From an optimization exercise on the open Yosys and OpenROAD flow, aimed at small area and a short achievable clock period; shortcuts taken in it are not production practice. In this exercise RTL edits were held to simulation tests only and were not proved equivalent to the original. No activity file was given, so power comes from the tool's default toggle rates.

Design sid_synth_top, start of the top module:
module sid_synth_top #(
    parameter  int NUM_VOICES = 4,
    parameter  int SAMPLE_DIV = 256,
    localparam int MIX_W      = synth_pkg::REG_W + 2
) (
    input  wire logic             clk,
    input  wire logic             rst_n,
    input  wire logic             spi_clk,
    input  wire logic             spi_cs_n,
    input  wire logic             spi_mosi,
    output logic      [MIX_W-1:0] sample,
    output logic                  sample_valid
);
    logic [NUM_VOICES-1:0][15:0] freq;
    logic [NUM_VOICES-1:0][7:0]  pw, attack, attack_n, sustain, sustain_n, level;
    logic [NUM_VOICES-1:0][3:0]  wave, wave_n;
    logic                        is254, step_en, at_tick, pass2, freq_busy;
    spi_voice_regs #(
        .NUM_VOICES (NUM_VOICES)
    ) u_regs (
        .clk      (clk),
        .rst_n    (rst_n),
        .spi_clk  (spi_clk),
        .spi_cs_n (spi_cs_n),
        .spi_mosi (spi_mosi),
        .freq_busy(freq_busy),
        .freq     (freq),
        .pw       (pw),
        .attack   (attack),
        .attack_n (attack_n),
        .sustain  (sustain),
        .sustain_n(sustain_n),
        .wave     (wave),
        .wave_n   (wave_n)
    );
    for (genvar v = 0; v < NUM_VOICES; v++) begin : g_voice
        sid_voice u_voice (
            .clk     (clk),
            .rst_n   (rst_n),
  ...
clock: 7.0 ns
lec_check: 0
cap_margin: 20
core_margin: 2
core_utilization: 40
cts_cluster_diameter: 90
cts_cluster_size: 25
setup_slack_margin: 4.0
slew_margin: 20
run.sh (not shown) runs the stock make flow with config.mk's settings and CLKGATE_MAP_FILE= SYNTH_SCRIPT=/design/flow/synth_recipe.tcl, a recipe that flattens the netlist after the stock synthesis.
==> next run, changes <==
Settings changed: ABC_AREA set to 1, SETUP_SLACK_MARGIN 4.0 to 3.5.
Core utilization decreases by 2.6 points.
Cell count increases by 9.5%.
Clock-buffer cell count came out higher by 1.
Maximum frequency went up by 3.1%.
First-iteration DRC count decreases by 14%.
Die area increases by 1.0%.
Global-route usage shrinks by 0.62 points.
Synthesized area goes up by 1.0%.

* * *

sid_synth_top, a different RTL version from the one above (not shown whole).
For scale: about 3,000 cells after synthesis, roughly 440 flip-flops, ~0.028 mm² of cells after synthesis.
==> flow/design.v (excerpt) <==
module sid_synth_top #(
    parameter  int NUM_VOICES = 4,
    parameter  int SAMPLE_DIV = 256,
    localparam int MIX_W      = synth_pkg::REG_W + 2
) (
    input  wire logic             clk,
    input  wire logic             rst_n,
    input  wire logic             spi_clk,
    input  wire logic             spi_cs_n,
    input  wire logic             spi_mosi,
    output logic      [MIX_W-1:0] sample,
    output logic                  sample_valid
);
    logic [NUM_VOICES-1:0][15:0] freq, freq_n;
    logic [NUM_VOICES-1:0][7:0]  pw, attack, sustain, level;
    logic [NUM_VOICES-1:0][3:0]  wave, wave_n;
    logic                        is254, step_en, at_tick, pass2, freq_busy;
    spi_voice_regs #(
        .NUM_VOICES (NUM_VOICES)
    ) u_regs (
        .clk      (clk),
        .rst_n    (rst_n),
        .spi_clk  (spi_clk),
        .spi_cs_n (spi_cs_n),
        .spi_mosi (spi_mosi),
        .freq_busy(freq_busy),
        .freq     (freq),
        .freq_n   (freq_n),
        .pw       (pw),
        .attack   (attack),
        .sustain  (sustain),
        .wave     (wave),
        .wave_n   (wave_n)
    );
    for (genvar v = 0; v < NUM_VOICES; v++) begin : g_voice
        sid_voice u_voice (
            .clk     (clk),
            .rst_n   (rst_n),
            .is254   (is254),
            .step_en (step_en),
            .at_tick (at_tick),
            .pass2   (pass2),
            .freq    (freq[v]),
            .freq_n  (freq_n[v]),
            .pw      (pw[v]),
            .attack  (attack[v]),
            .sustain (sustain[v]),
            .wave    (wave[v]),
            .wave_n  (wave_n[v]),
            .m       (level[v])
        );
    end
    voice_mixer #(
        .NUM_VOICES (NUM_VOICES),
        .MIX_W      (MIX_W)
    ) u_mixer (
        .clk          (clk),
        .rst_n        (rst_n),
        .level        (level),
        .is254        (is254),
        .step_en      (step_en),
        .at_tick      (at_tick),
        .pass2        (pass2),
        .freq_busy    (freq_busy),
        .sample       (sample),
  ...
Settings: LEC_CHECK=0, CAP_MARGIN=20, CORE_MARGIN=2, CORE_UTILIZATION=40, CTS_CLUSTER_DIAMETER=90, CTS_CLUSTER_SIZE=25, SETUP_SLACK_MARGIN=3.5, SLEW_MARGIN=20; clock period 7.0 ns.
Edit:
ABC_AREA = 1   (was default)
Area after synthesis came out higher by 3.0%.
Sequential power stays flat.
Via count came out higher by 6.0%.
Final cell count came out higher by 14%.
Sequential share of layout area came out lower by 0.25 points.
Worst setup slack is better by 0.030 ns.
Routed wire length stays flat.
Edit:
ABC_AREA = default   (was 1)
SETUP_SLACK_MARGIN = 3.0   (was 3.5)
Result: The new run finished with timing, DRC and antenna clean. Area after synthesis falls by 2.9%. Worst hold slack gets better by 0.026 ns. Routed wire length falls by 5.7%.

==> separate check: timing with driven ports <==
Ports are ideal in the flow. The routed layouts listed here were re-timed in OpenROAD. Step 1 assumes that a clkbuf_16 drives the clock port and a buf_2 every other input. Step 2, shift: input delay + t, output delay - t, t = (earliest + latest rising clock arrival at the registers) / 2. This alone moves slack from input paths to output paths. Slacks: no drivers / after step 1 / after step 2; pairs: no drivers / after step 1.
run	t (ns)	slack for setup (ns)	worst hold slack (ns)	latest minus earliest clock arrival (ns)	slew at the worst register clock pin (ns)
the first run of note 1	0.680	3.450 / 3.450 / 3.450	0.365 / 0.365 / 0.365	0.044 / 0.044	0.10 / 0.10
the second run of note 1	0.665	3.556 / 3.556 / 3.556	0.363 / 0.363 / 0.363	0.024 / 0.025	0.10 / 0.10
the first run of note 2	0.645	3.376 / 3.376 / 3.376	0.400 / 0.400 / 0.400	0.032 / 0.031	0.11 / 0.11
the second run of note 2	0.661	3.406 / 3.406 / 3.406	0.374 / 0.374 / 0.374	0.023 / 0.023	0.10 / 0.10
the third run of note 2	0.633	3.176 / 3.176 / 3.176	0.400 / 0.400 / 0.400	0.035 / 0.035	0.11 / 0.11
After both steps every run listed still meets setup and hold.
